What follows belongs to an exercise in optimizing a design on an open flow for a short achievable clock period and few clock cycles; a production flow would make more cautious choices.
The RTL was checked by simulation tests, not by an equivalence proof against the original design.
No activity file was given, so power comes from the tool's default toggle rates.

$ cat config.mk
export PLATFORM = sky130hd
export DESIGN_NAME = riscv_pipeline
export DESIGN_NICKNAME = riscv_pipeline
export VERILOG_FILES = /design/flow/design.v
export SDC_FILE = /design/flow/constraint.sdc
export NUM_CORES = 4
export LEC_CHECK = 0
export ABC_CLOCK_PERIOD_IN_PS = 2000
export CAP_MARGIN = 20
export CORE_MARGIN = 2
export CORE_UTILIZATION = 50
export PLACE_DENSITY = 0.7
export SETUP_SLACK_MARGIN = 4.5
export SLEW_MARGIN = 20
export TNS_END_PERCENT = 5
$ cat design.v
package riscv_isa_pkg;
    typedef logic [6:0] opcode_t;
    typedef logic [2:0] funct3_t;
    localparam opcode_t OPC_OP     = 7'b011_0011;
    localparam opcode_t OPC_OP_IMM = 7'b001_0011;
    localparam opcode_t OPC_LUI    = 7'b011_0111;
    localparam opcode_t OPC_LOAD   = 7'b000_0011;
    localparam opcode_t OPC_STORE  = 7'b010_0011;
    localparam opcode_t OPC_BRANCH = 7'b110_0011;
    localparam opcode_t OPC_JAL    = 7'b110_1111;
    localparam funct3_t F3_ADD_SUB = 3'b000;
    localparam funct3_t F3_SLT     = 3'b010;
    localparam funct3_t F3_XOR     = 3'b100;
    localparam funct3_t F3_OR      = 3'b110;
    localparam funct3_t F3_AND     = 3'b111;
    localparam funct3_t F3_BNE = 3'b001;
    typedef enum logic [2:0] {
        ALU_ADD    = 3'd0,
        ALU_SUB    = 3'd1,
        ALU_AND    = 3'd2,
        ALU_OR     = 3'd3,
        ALU_XOR    = 3'd4,
        ALU_SLT    = 3'd5,
        ALU_PASS_B = 3'd6
    } alu_op_t;
endpackage
package riscv_pipe_pkg;
    typedef logic [32-1:0] word_t;
    typedef logic [$clog2(32)-1:0] reg_idx_t;
    typedef logic [32-1:0] imm_t;
    typedef enum logic [1:0] {
        RES_ALU = 2'd0,
        RES_MEM = 2'd1,
        RES_PC4 = 2'd2
    } result_src_t;
    typedef enum logic [1:0] {
        FWD_NONE = 2'd0,
        FWD_WB   = 2'd1,
        FWD_MEM  = 2'd2
    } fwd_sel_t;
endpackage
`timescale 1ns/1ps
module ks_add32 (
    input  logic [31:0] a,
    input  logic [31:0] b,
    input  logic        cin,
    output logic [31:0] sum
);
    logic [31:0] p0, g [0:5], p [0:5];
    assign p0   = a ^ b;
    assign g[0] = (a & b) | {31'b0, p0[0] & cin};
    assign p[0] = {p0[31:1], 1'b0};
    genvar l, i;
    generate
        for (l = 0; l < 5; l++) begin : lvl
            for (i = 0; i < 32; i++) begin : bit_
                if (i >= (1 << l)) begin : comb
                    assign g[l+1][i] = g[l][i] | (p[l][i] & g[l][i-(1<<l)]);
                    assign p[l+1][i] = p[l][i] & p[l][i-(1<<l)];
                end else begin : pass
                    assign g[l+1][i] = g[l][i];
                    assign p[l+1][i] = p[l][i];
                end
            end
        end
    endgenerate
    assign sum = p0 ^ {g[5][30:0], cin};
endmodule
module exec (
    input  logic [31:0] rd1_e,
    input  logic [31:0] rd2_e,
    input  logic [31:0] opb_e,       
    input  logic        sub_e,
    input  logic [5:0]  sel_e,       
    output logic [31:0] alu_result_e,
    output logic [31:0] store_e,
    output logic        equal_e,
    output logic        is_io_e      
);
    logic [31:0] a, b, sum;
    logic        slt;
    assign a       = rd1_e;
    assign b       = opb_e;
    assign store_e = rd2_e;
    ks_add32 add_i (.a(a), .b(b), .cin(sub_e), .sum(sum));
    assign slt = (a[31] ^ b[31] ^ sub_e) ? a[31] : sum[31];
    assign alu_result_e = ({32{sel_e[0]}} & sum)
                        | {31'b0, sel_e[1] & slt}
                        | ({32{sel_e[2]}} & (a & b))
                        | ({32{sel_e[3]}} & (a | b))
                        | ({32{sel_e[4]}} & (a ^ b))
                        | ({32{sel_e[5]}} & b);
    assign equal_e = (rd1_e == rd2_e);
    logic [31:0] ox, oa;
    logic [8:0]  c;
    assign ox = a ^ b;
    assign oa = a & b;
    always_comb begin
        c[0] = 1'b0;
        for (int k = 0; k < 8; k++) c[k+1] = oa[k] | (ox[k] & c[k]);
    end
    assign is_io_e = (~ox[31:8] == {oa[30:8], c[8]});
endmodule
`timescale 1ns/1ps
module riscv_pipeline (
    input  logic                  clk,
    input  logic                  rst,
    input  riscv_pipe_pkg::word_t instr,
    output riscv_pipe_pkg::word_t pc,
    input  riscv_pipe_pkg::word_t read_data,
    output logic                  data_we,
    output riscv_pipe_pkg::word_t data_addr,
    output riscv_pipe_pkg::word_t din,
    output riscv_pipe_pkg::word_t status,
    output riscv_pipe_pkg::word_t result_bytes
);
    localparam int BN = 8;              
    localparam int TB = 14;             
    logic [BN-1:0] btb_valid, btb_pt, btb_back;
    logic [TB-1:0] btb_tag [BN];
    logic [31:0]   btb_tgt [BN];
    logic [1:0]    btb_ctr [BN];
    logic [3:0]    btb_cnt [BN];
    logic [3:0]    btb_trip [BN];
    logic [31:0] pc_f, pc_next, instr_d, pc_d, btb_tgt_d;
    logic        valid_d_r, valid_d, took_d, kill;
    logic        is_op, is_opi, is_lui, is_load, is_store, is_branch, is_jal;
    logic        btb_ok, pred_d, need_d;
    logic [31:0] raw1_d, raw2_d;
    logic        back_e, bne_e, pred_e, tgt_bad_e;
    logic        valid_e_r, reg_write_e_r, mem_write_e_r, load_e_r, branch_e_r, jal_e_r;
    logic        valid_e, reg_write_e, mem_write_e, load_e, branch_e, jal_e;
    logic        sub_e;
    logic [5:0]  sel_e;
    logic [31:0] rd1_e, rd2_e, opb_e, pc_e, alt_e, target_e;
    logic [4:0]  rd_e;
    logic        reg_write_m, mem_write_m, load_m;
    logic [31:0] alu_result_m, store_m, alu_result_m_n, store_m_n;
    assign alu_result_m = ~alu_result_m_n;
    assign store_m      = ~store_m_n;
    logic [4:0]  rd_m;
    logic        upd_v, upd_taken, upd_inval, upd_jal, upd_back;
    logic [31:0] upd_pc, upd_target;
    logic [31:0] regs [1:31];
    logic [BN-1:0] match_f;
    logic          took_f, hit_f;
    logic [31:0]   tgt_f, pc4_f;
    always_comb begin
        tgt_f = '0;
        for (int k = 0; k < BN; k++) begin
            match_f[k] = btb_valid[k] && btb_tag[k] == pc_f[TB+1:2];
            tgt_f      = tgt_f | ({32{match_f[k]}} & btb_tgt[k]);
        end
    end
    assign hit_f  = |match_f;
    logic [12:0] imm_b;
    logic [20:0] imm_j;
    logic [13:0] lo_b;
    logic [21:0] lo_j;
    logic [18:0] hi_b;
    logic [10:0] hi_j;
    logic [31:0] target_f;
    assign imm_b = {instr[31], instr[7], instr[30:25], instr[11:8], 1'b0};
    assign imm_j = {instr[31], instr[19:12], instr[20], instr[30:21], 1'b0};
    assign lo_b  = {1'b0, pc_f[12:0]} + {1'b0, imm_b};
    assign lo_j  = {1'b0, pc_f[20:0]} + {1'b0, imm_j};
    logic [18:0] inc_b, dec_b;
    logic [10:0] inc_j, dec_j;
    always_comb begin
        for (int k = 0; k < 19; k++) begin
            inc_b[k] = pc_f[13+k] ^ ((pc_f[31:13] | ~(19'h7FFFF >> (19 - k))) == 19'h7FFFF);
            dec_b[k] = pc_f[13+k] ^ ((pc_f[31:13] & (19'h7FFFF >> (19 - k))) == 19'h0);
        end
        for (int k = 0; k < 11; k++) begin
            inc_j[k] = pc_f[21+k] ^ ((pc_f[31:21] | ~(11'h7FF >> (11 - k))) == 11'h7FF);
            dec_j[k] = pc_f[21+k] ^ ((pc_f[31:21] & (11'h7FF >> (11 - k))) == 11'h0);
        end
    end
    assign hi_b  = (lo_b[13] == imm_b[12]) ? pc_f[31:13] : lo_b[13] ? inc_b : dec_b;
    assign hi_j  = (lo_j[21] == imm_j[20]) ? pc_f[31:21] : lo_j[21] ? inc_j : dec_j;
    assign target_f = instr[3] ? {hi_j, lo_j[20:0]} : {hi_b, lo_b[12:0]};
    logic [6:0]  opc_f;
    logic [4:0]  rs1_f, rs2_f;
    logic        op_f, opi_f, lui_f, load_f, store_f, branch_f, jal_f, ok_f, pred_f;
    logic [31:0] raw1_f, raw2_f;
    assign opc_f    = instr[6:0];
    assign rs1_f    = instr[19:15];
    assign rs2_f    = instr[24:20];
    assign op_f     = (opc_f == riscv_isa_pkg::OPC_OP);
    assign opi_f    = (opc_f == riscv_isa_pkg::OPC_OP_IMM);
    assign lui_f    = (opc_f == riscv_isa_pkg::OPC_LUI);
    assign load_f   = (opc_f == riscv_isa_pkg::OPC_LOAD);
    assign store_f  = (opc_f == riscv_isa_pkg::OPC_STORE);
    assign branch_f = (opc_f == riscv_isa_pkg::OPC_BRANCH);
    assign jal_f    = (opc_f == riscv_isa_pkg::OPC_JAL);
    assign ok_f   = hit_f & (branch_f | jal_f);
    assign pred_f = jal_f | (branch_f & (ok_f ? took_f : instr[31]));
    assign raw1_f = (rs1_f == 5'd0) ? 32'd0 :
                    (reg_write_m && rd_m == rs1_f) ? result_m : regs[rs1_f];
    assign raw2_f = (rs2_f == 5'd0) ? 32'd0 :
                    (reg_write_m && rd_m == rs2_f) ? result_m : regs[rs2_f];
    logic [5:0]  sel_f;
    logic        sub_f;
    logic [31:0] immx_f;
    always_comb begin
        sel_f = 6'b000001;
        sub_f = 1'b0;
        if (op_f | opi_f) begin
            case (instr[14:12])
                riscv_isa_pkg::F3_ADD_SUB: begin sel_f = 6'b000001; sub_f = op_f & instr[30]; end
                riscv_isa_pkg::F3_SLT:     begin sel_f = 6'b000010; sub_f = 1'b1; end
                riscv_isa_pkg::F3_XOR:     sel_f = 6'b010000;
                riscv_isa_pkg::F3_OR:      sel_f = 6'b001000;
                riscv_isa_pkg::F3_AND:     sel_f = 6'b000100;
                default:                   sel_f = 6'b000001;
            endcase
        end else if (lui_f | jal_f) begin
            sel_f = 6'b100000;
        end
        if (lui_f)        immx_f = {instr[31:12], 12'b0};
        else if (jal_f)   immx_f = pc4_f;
        else if (store_f) immx_f = {{20{instr[31]}}, instr[31:25], instr[11:7]};
        else              immx_f = {{20{instr[31]}}, instr[31:20]};
        immx_f = immx_f ^ {32{sub_f}};
    end
    assign took_f = |(match_f & btb_pt);
    assign pc4_f  = {pc_f[31:2] + 30'd1, pc_f[1:0]};
    logic [4:0]  rs1_d, rs2_d, rd_d;
    logic        use1, use2, stall, d_redir, fa_d, fb_d;
    logic [31:0] pc4_d, target_d, immx_d;
    logic [31:0] rd1_d, rd2_d, result_m, read_data_m;
    logic        sub_d, rs2b_d;
    logic [5:0]  sel_d;
    logic [2:0]  f3;
    logic        mispredict, taken_e, equal_e, is_io_e;
    logic [31:0] alu_result_e, store_e;
    assign f3    = instr_d[14:12];
    assign rs1_d = instr_d[19:15];
    assign rs2_d = instr_d[24:20];
    assign rd_d  = instr_d[11:7];
    assign use1 = is_op | is_opi | is_load | is_store | is_branch;
    assign use2 = is_op | is_store | is_branch;
    assign fa_d = reg_write_e & (rd_e == rs1_d);
    assign fb_d = reg_write_e & (rd_e == rs2_d);
    assign stall = valid_d & ((load_e & (rd_e != 5'd0) &
                               ((use1 && rd_e == rs1_d) || (use2 && rd_e == rs2_d))) |
                              (is_op & sub_d & fb_d));
    assign d_redir = valid_d & !stall & need_d;
    assign result_m = load_m ? read_data_m : alu_result_m;
    always_ff @(posedge clk) begin
        if (reg_write_m && rd_m != 5'd0) begin
            regs[rd_m] <= result_m;
        end
    end
    assign rd1_d = (reg_write_m && rd_m == rs1_d) ? result_m : raw1_d;
    assign rd2_d = (reg_write_m && rd_m == rs2_d) ? result_m : raw2_d;
    exec exec_i (
        .rd1_e        (rd1_e),
        .rd2_e        (rd2_e),
        .opb_e        (opb_e),
        .sub_e        (sub_e),
        .sel_e        (sel_e),
        .alu_result_e (alu_result_e),
        .store_e      (store_e),
        .equal_e      (equal_e),
        .is_io_e      (is_io_e)
    );
    always_ff @(posedge clk) begin
        if (rst) begin
            data_we <= 1'b0;
        end else begin
            data_we <= mem_write_e & !is_io_e;
        end
        data_addr <= alu_result_e;
        din       <= store_e;
    end
    assign taken_e    = jal_e | (branch_e & (equal_e ^ bne_e));
    logic mis_eq, mis_ne;
    logic [31:0] pc_next_eq, pc_next_ne;
    assign mis_eq     = valid_e & (tgt_bad_e | (branch_e & !(bne_e ^ pred_e)));
    assign mis_ne     = valid_e & (tgt_bad_e | (branch_e & (bne_e ^ pred_e)));
    assign mispredict = equal_e ? mis_eq : mis_ne;
    logic is_io, hit_status, hit_result;
    assign hit_status = is_io & (alu_result_m[7:0] == 8'h00);
    assign hit_result = is_io & (alu_result_m[7:0] == 8'h04);
    assign read_data_m = !is_io    ? read_data :
                         hit_status ? status :
                         hit_result ? result_bytes : 32'd0;
    always_ff @(posedge clk) begin
        if (rst) begin
            status       <= '0;
            result_bytes <= '0;
        end else if (mem_write_m) begin
            if (hit_status) status <= store_m;
            if (hit_result) result_bytes <= store_m;
        end
    end
    logic [31:0] pc_norm, pc_redir;
    always_comb begin
        if (rst) begin
            pc_norm = 32'h0000_0000;
        end else if (stall) begin
            pc_norm = pc_f;
        end else if (d_redir) begin
            pc_norm = pred_d ? target_d : pc4_d;
        end else if (took_f) begin
            pc_norm = tgt_f;
        end else begin
            pc_norm = pc4_f;
        end
    end
    assign pc_redir   = tgt_bad_e ? pc_e : alt_e;
    assign pc_next_eq = (mis_eq & !rst) ? pc_redir : pc_norm;
    assign pc_next_ne = (mis_ne & !rst) ? pc_redir : pc_norm;
    assign pc_next    = equal_e ? pc_next_eq : pc_next_ne;
    logic [31:0] pc_f_n;
    always_ff @(posedge clk) begin
        pc   <= pc_next;
        pc_f_n <= ~pc_next;
    end
    assign pc_f = ~pc_f_n;
    always_ff @(posedge clk) begin
        if (rst) begin
            valid_d_r <= 1'b0;
            kill      <= 1'b0;
        end else begin
            if (!stall) valid_d_r <= !d_redir;
            kill <= mispredict;
        end
    end
    always_ff @(posedge clk) begin
        if (!stall) begin
            instr_d   <= instr;
            pc_d      <= pc_f;
            pc4_d     <= pc4_f;
            target_d  <= target_f;
            took_d    <= took_f;
            btb_tgt_d <= tgt_f;
            is_op     <= op_f;
            sel_d     <= sel_f;
            sub_d     <= sub_f;
            immx_d    <= immx_f;
            rs2b_d    <= op_f | branch_f;
            is_opi    <= opi_f;
            is_lui    <= lui_f;
            is_load   <= load_f;
            is_store  <= store_f;
            is_branch <= branch_f;
            is_jal    <= jal_f;
            btb_ok    <= ok_f;
            pred_d    <= pred_f;
            need_d    <= (pred_f != took_f) | (took_f & !ok_f);
            raw1_d    <= raw1_f;
            raw2_d    <= raw2_f;
        end else begin
            raw1_d    <= rd1_d;
            raw2_d    <= rd2_d;
        end
    end
    logic go_e;
    assign go_e        = valid_d & !stall;
    assign valid_d     = valid_d_r & !kill;
    assign valid_e     = valid_e_r & !kill;
    assign reg_write_e = reg_write_e_r & !kill;
    assign mem_write_e = mem_write_e_r & !kill;
    assign load_e      = load_e_r & !kill;
    assign branch_e    = branch_e_r & !kill;
    assign jal_e       = jal_e_r & !kill;
    always_ff @(posedge clk) begin
        if (rst) begin
            valid_e_r   <= 1'b0;
            reg_write_e_r <= 1'b0;
            mem_write_e_r <= 1'b0;
            load_e_r    <= 1'b0;
            branch_e_r  <= 1'b0;
            jal_e_r     <= 1'b0;
        end else begin
            valid_e_r   <= go_e;
            reg_write_e_r <= go_e & (is_op | is_opi | is_lui | is_load | is_jal) & (rd_d != 5'd0);
            mem_write_e_r <= go_e & is_store;
            load_e_r    <= go_e & is_load;
            branch_e_r  <= go_e & is_branch;
            jal_e_r     <= go_e & is_jal;
        end
    end
    always_ff @(posedge clk) begin
        bne_e     <= (f3 == riscv_isa_pkg::F3_BNE);
        back_e    <= is_branch & instr_d[31];
        pred_e    <= pred_d;
        tgt_bad_e <= took_d & btb_ok & (btb_tgt_d != target_d);
        alt_e     <= pred_d ? pc4_d : target_d;
        target_e  <= target_d;
        pc_e      <= pc_d;
        rd_e      <= rd_d;
        rd1_e     <= fa_d ? alu_result_e : rd1_d;
        rd2_e     <= fb_d ? alu_result_e : rd2_d;
        opb_e     <= (fb_d & rs2b_d) ? alu_result_e : rs2b_d ? (rd2_d ^ {32{sub_d}}) : immx_d;
        sub_e     <= sub_d;
        sel_e     <= sel_d;
    end
    always_ff @(posedge clk) begin
        if (rst) begin
            reg_write_m <= 1'b0;
            mem_write_m <= 1'b0;
            load_m      <= 1'b0;
            upd_v       <= 1'b0;
        end else begin
            reg_write_m <= reg_write_e;
            mem_write_m <= mem_write_e;
            load_m      <= load_e;
            upd_v       <= branch_e | jal_e;
        end
    end
    always_ff @(posedge clk) begin
        alu_result_m_n <= ~alu_result_e;
        is_io        <= is_io_e;
        store_m_n    <= ~store_e;
        rd_m         <= rd_e;
        upd_pc       <= pc_e;
        upd_taken    <= taken_e;
        upd_inval    <= tgt_bad_e;
        upd_jal      <= jal_e;
        upd_back     <= back_e;
        upd_target   <= target_e;
    end
    logic [BN-1:0] e_match, upd_match, upd_sel, rr, wr;
    logic          e_hit, upd_hit, upd_write;
    logic [1:0]    e_ctr, upd_ctr, new_ctr;
    logic [3:0]    e_cnt, e_trip, upd_cnt, upd_trip, new_cnt, new_trip;
    always_comb begin
        e_ctr  = '0;
        e_cnt  = '0;
        e_trip = '0;
        for (int k = 0; k < BN; k++) begin
            e_match[k] = btb_valid[k] && btb_tag[k] == pc_e[TB+1:2];
            e_ctr  = e_ctr  | ({2{e_match[k]}} & btb_ctr[k]);
            e_cnt  = e_cnt  | ({4{e_match[k]}} & btb_cnt[k]);
            e_trip = e_trip | ({4{e_match[k]}} & btb_trip[k]);
        end
    end
    assign e_hit = |e_match;
    always_ff @(posedge clk) begin
        upd_hit   <= e_hit;
        upd_match <= e_match;
        upd_ctr   <= e_ctr;
        upd_cnt   <= e_cnt;
        upd_trip  <= e_trip;
    end
    assign upd_write = upd_v && !upd_inval && (upd_hit || upd_taken || upd_back);
    assign upd_sel   = upd_hit ? upd_match : rr;
    assign wr        = upd_write ? upd_sel : '0;
    always_comb begin
        if (upd_hit) begin
            new_ctr  = upd_taken ? ((upd_ctr == 2'b11) ? 2'b11 : upd_ctr + 2'b01)
                                 : ((upd_ctr == 2'b00) ? 2'b00 : upd_ctr - 2'b01);
            new_cnt  = upd_taken ? ((upd_cnt == 4'hF) ? 4'hF : upd_cnt + 4'h1) : 4'h0;
            new_trip = upd_taken ? upd_trip : upd_cnt;
        end else begin
            new_ctr  = upd_taken ? (upd_jal ? 2'b11 : 2'b10) : 2'b01;
            new_cnt  = upd_taken ? 4'h1 : 4'h0;
            new_trip = upd_taken ? 4'hF : 4'h0;
        end
    end
    always_ff @(posedge clk) begin
        if (rst) begin
            btb_valid <= '0;
            rr        <= {{(BN-1){1'b0}}, 1'b1};
        end else begin
            if (upd_v && upd_inval) begin
                btb_valid <= btb_valid & ~upd_match;
            end else begin
                btb_valid <= btb_valid | wr;
            end
            if (upd_write && !upd_hit) begin
                rr <= {rr[BN-2:0], rr[BN-1]};
            end
        end
    end
    always_ff @(posedge clk) begin
        for (int k = 0; k < BN; k++) begin
            if (wr[k]) begin
                btb_tag[k]  <= upd_pc[TB+1:2];
                btb_tgt[k]  <= upd_target;
                btb_back[k] <= upd_back;
                btb_ctr[k]  <= new_ctr;
                btb_cnt[k]  <= new_cnt;
                btb_trip[k] <= new_trip;
                btb_pt[k]   <= new_ctr[1] && !(upd_back && new_trip != 4'hF && new_cnt == new_trip);
            end
        end
    end
endmodule
$ cat constraint.sdc
create_clock -name core_clock -period 7.0 [get_ports {clk}]
set_input_delay 1.4000 -clock core_clock [delete_from_list [all_inputs] [get_ports {clk}]]
set_output_delay 1.4000 -clock core_clock [all_outputs]
set_load 0.01 [all_outputs]
$ cat run.sh
#!/bin/bash
# synth_recipe.tcl (not shown) runs the flow's synth.tcl, then flattens the netlist and writes it again
# the make line also repeats each setting of config.mk as NAME=value (left out here)
make -C /OpenROAD-flow-scripts/flow DESIGN_CONFIG=/design/flow/config.mk WORK_HOME=/design/flow/orfs CLKGATE_MAP_FILE= SYNTH_SCRIPT=/design/flow/synth_recipe.tcl finish
==> notes.md <==
==> per-stage QoR <==
stage / hold WS [ps] / total power, mW / setup WS [ps]
global placement: 310 / 19.4 / 2070
finish: 326 / 32.7 / 3570
detailed placement: 312 / 19.5 / 2090
global route: 334 / 33.5 / 3540
CTS: 324 / 32.2 / 3640
floorplan: 310 / 17.9 / 3410
==> critical path, stage by stage (launching register included) <==
cell       delay (ps)
dfxtp_4           360
fa_2              220
inv_2              40
fa_2              380
nor2b_4           140
o211ai_1          110
a21o_1            220
a2111o_1          560
a2111oi_4         440
buf_4             210
buf_4             130
nor2_4             40
xnor2_2           170
a21o_1            270
==> logic make-up after synthesis <==
logic type | count (synthesis)
DFF | 2274
adders and majority gates | 120
xor gates and xnor gates | 446
and+or+nand+nor | 1105
buffers and inverters | 650
AOI/OAI and AO/OA | 1115
muxes | 983
==> metal layers <==
metal / routed length (µm) / share of wire, %
met5: 84 / 0.023
met4: 28400 / 7.9
met2: 167000 / 46
met3: 43400 / 12
met1: 122000 / 34
==> report_power, final <==
group          switching, mW  internal, mW  leakage (nW)
registers              0.427          15.4          20.6
logic                   2.67          1.79          19.6
clock network           5.36          7.05          3.67
total                   8.46          24.3          43.8
==> worst min-delay path by stage <==
stage	from	end	slack (ps)	cells after the start
floorplan	back_e	upd_back	310	0
global placement	target_e[20]	upd_target[20]	310	0
detailed placement	target_e[20]	upd_target[20]	310	0
CTS	target_e[10]	upd_target[10]	320	0
global route	target_e[20]	upd_target[20]	330	0
finish	target_e[27]	upd_target[27]	330	0
==> placed cells by master (no fill, tap or decap), types with 78 or more instances in the layout <==
| cell | instances |
|---|---|
| o22ai_1 | 79 |
| buf_12 | 81 |
| buf_6 | 78 |
| clkbuf_16 | 236 |
| xor2_1 | 125 |
| dfxtp_1 | 553 |
| a22oi_1 | 99 |
| buf_4 | 399 |
| o21ai_0 | 105 |
| nand4_1 | 113 |
| mux4_2 | 576 |
| a21oi_1 | 217 |
| mux2i_1 | 272 |
| clkdlybuf4s50_1 | 192 |
| nand2_1 | 232 |
| xnor2_1 | 260 |
| edfxtp_1 | 1643 |
| nor2_1 | 320 |
| inv_1 | 187 |
==> what timing repair did <==
action                                   CTS  global route
pin swaps                                197            57
gates cloned                              87             5
buffers inserted                         316           104
endpoints found under the setup margin  2677          2343
gates resized for setup                  914           213
==> cell type report <==
type	count	share of cell area [%]
antenna	19	0.0380
clock buffer	326	5.17
clock inverter	99	0.899
inverter	211	0.676
multi-input combinational	3783	32.1
sequential	2274	49.7
tap	2656	2.66
timing repair buffer	891	8.74
==> impl_results.md <==
- Status: no timing/DRC/antenna violations
- Synth Area per Inst: 15.0 µm²
- Setup crit end kind: flip-flop
- Worst-skew pair later-pin latency: 900 ps
- CTS buffer count: 225
- Synth Area in Simple Gates: 5.32%
- Max Freq: 292 MHz
- Post-synth cell types: 90
- Post-layout instance count excluding filler cells: 10300
- RSZ-0062 raised after global routing: yes
- Grt total ovfl: 0
- Final Instance Area: 0.125 mm²
- Worst Path Arrival: 4180 ps
- Clock skew: 65.1 ps
- # placed instances: 9303
- Slew margin rel.: 22.3%
- Area occupied by multi-input gates: 0.0401 mm²
- DRT Wirelength: 361000 µm
- Req. time, crit path: 7750 ps
- FF-to-FF End: data_addr[26]
- Max VDD drop: 0.289 mV
- Most flops, register: regs
- Detail Route Antenna Nets: 0
- Die extent in y: 452 µm
- GRT Util Overall: 34.6%
- Post-synthesis cell area: 0.100 mm²
- Most Crowded Layer GR: met2
- Hold Path Class: reg2reg
- Area grow syn2layout: 24.8%
- Setup violations, final: 0
- Number of flops mapped to enable cells by yosys: 1643
- Max reg flops: 992
- Cells after synthesis: 6693
- Filler instances: 13900
- Synth Area in XOR/XNOR: 3.92%
- Placeable Area: 0.199 mm²
- Post-DP HPWL: 200000 µm
- Syn_nets: 6877
- Vias in the first global route: 67300
- Vias: 69600
- Worst reg-to-reg setup slack: 3570 ps
- Ys async rst share: 0%
- Initial antenna violation count: 32
- GR Layer Usage met3: 8.97%
- Met2 Use GR: 54.1%
- Ys flop type: edfxtp_1
- Max cap viols: 0
- Area contributors post-synth: edfxtp_1 (49%), mux4_2 (13%), dfxtp_1 (13%), mux2i_1 (3.5%), xnor2_1 (2.5%)
- Post-synth top area share: 49.3%
- RePlAce Congestion: 0.945
- Met1 Use GR: 42.7%
- Die Width: 452 µm
- Largest net degree at the start of global routing: 72
- DIE AREA: 0.204 mm²
- Worst Setup SP: opb_e[0]
- Most common cell in the netlist: edfxtp_1
- Final setup TNS: 0 ps
- Initial drt markers: 9991
- Tmin final: 3430 ps
- Final Hold Vio Count: 0
- Largest family of logic cells by synthesized area: multiplexers
- Num rows: 164
- Post-synthesis sequential area ratio: 61.9%
- FF-to-FF Start: opb_e[0]
- Ratio of cells with drive above 1 in the final layout: 30.8%
- Setup crit start kind: flip-flop
- Port Buffers: 226
- Post-DR vias/cell: 6.78
- Placed inst area: 0.106 mm²
- Sink Count: 2274
- Post-synth top cells: edfxtp_1 (1643), dfxtp_1 (631), mux4_2 (576), nor2_1 (363), mux2i_1 (348)
- Max FO, Critical Path: 4
- I/O pin cnt: 227
- CTS H-tree depth: 4
- Final Core Density: 62.7%
- Sequential cell area: 0.0621 mm²
- R2r worst-path depth: 13
- Clock slew at reported path FFs: 70 ps
- Longest Clk Path Bufs: 3
- CTS tree: yes
- Worst Tran Pin Value: 1160 ps
- Post-DR wirelength/cell: 35.2 µm
- Warnings, synthesis: 10
- # nets final: 7570
- LEAKAGE: 43.8 nW
- Number of DRC violations after detailed routing: 0
- CP Capture Point: data_addr[26]
- Fin crit share: 49.0%
- TritonRoute pass-1 iters: 7
- Critical path type: reg2reg
- Synth Area in Compound Gates: 7.63%
- Mux cell area share after synthesis: 17.1%
- Synth Area in Adders: 1.69%
- Final max-slew violation count: 0
- Seq cells post-synth: 2274
- PD cells: 262 mW/mm²
- Post-synth top area cell: edfxtp_1
- CTS Hold Buffers Added: 0
- Top flop regs: regs x992, btb_tgt x256, btb_tag x112
- Root Buffer Master: clkbuf_16
- First-pass GRT wire length: 502000 µm
- Starting Density: 50.2%
Testbench counts, summed over its fixed seeds: cycles 70,339.

[re-timing with driven ports]
In the flow no input, the clock included, has a driving cell. The finished layout below was timed again as built, in two steps. Step 1 assumes that a clkbuf_16 drives the clock port and a buf_2 every other input. Step 2 times the ports against the registers' clock, not the clock port: input delays grow and output delays shrink by t, the midpoint of the rising clock arrivals with the driver on. Slacks: no drivers / after step 1 / after step 2; pairs: no drivers / after step 1.
t, ns: 0.978
setup slack, ns: 3.572 / 3.572 / 2.819
worst setup path after step 2: input to register
worst register clock-pin slew, ns: 0.07 / 0.07
worst slew at a driven data input, ns: 0.33
After both steps this run still meets setup and hold. The setup slack of this run moves by 0.000 ns with the drivers and by -0.753 ns with both steps.
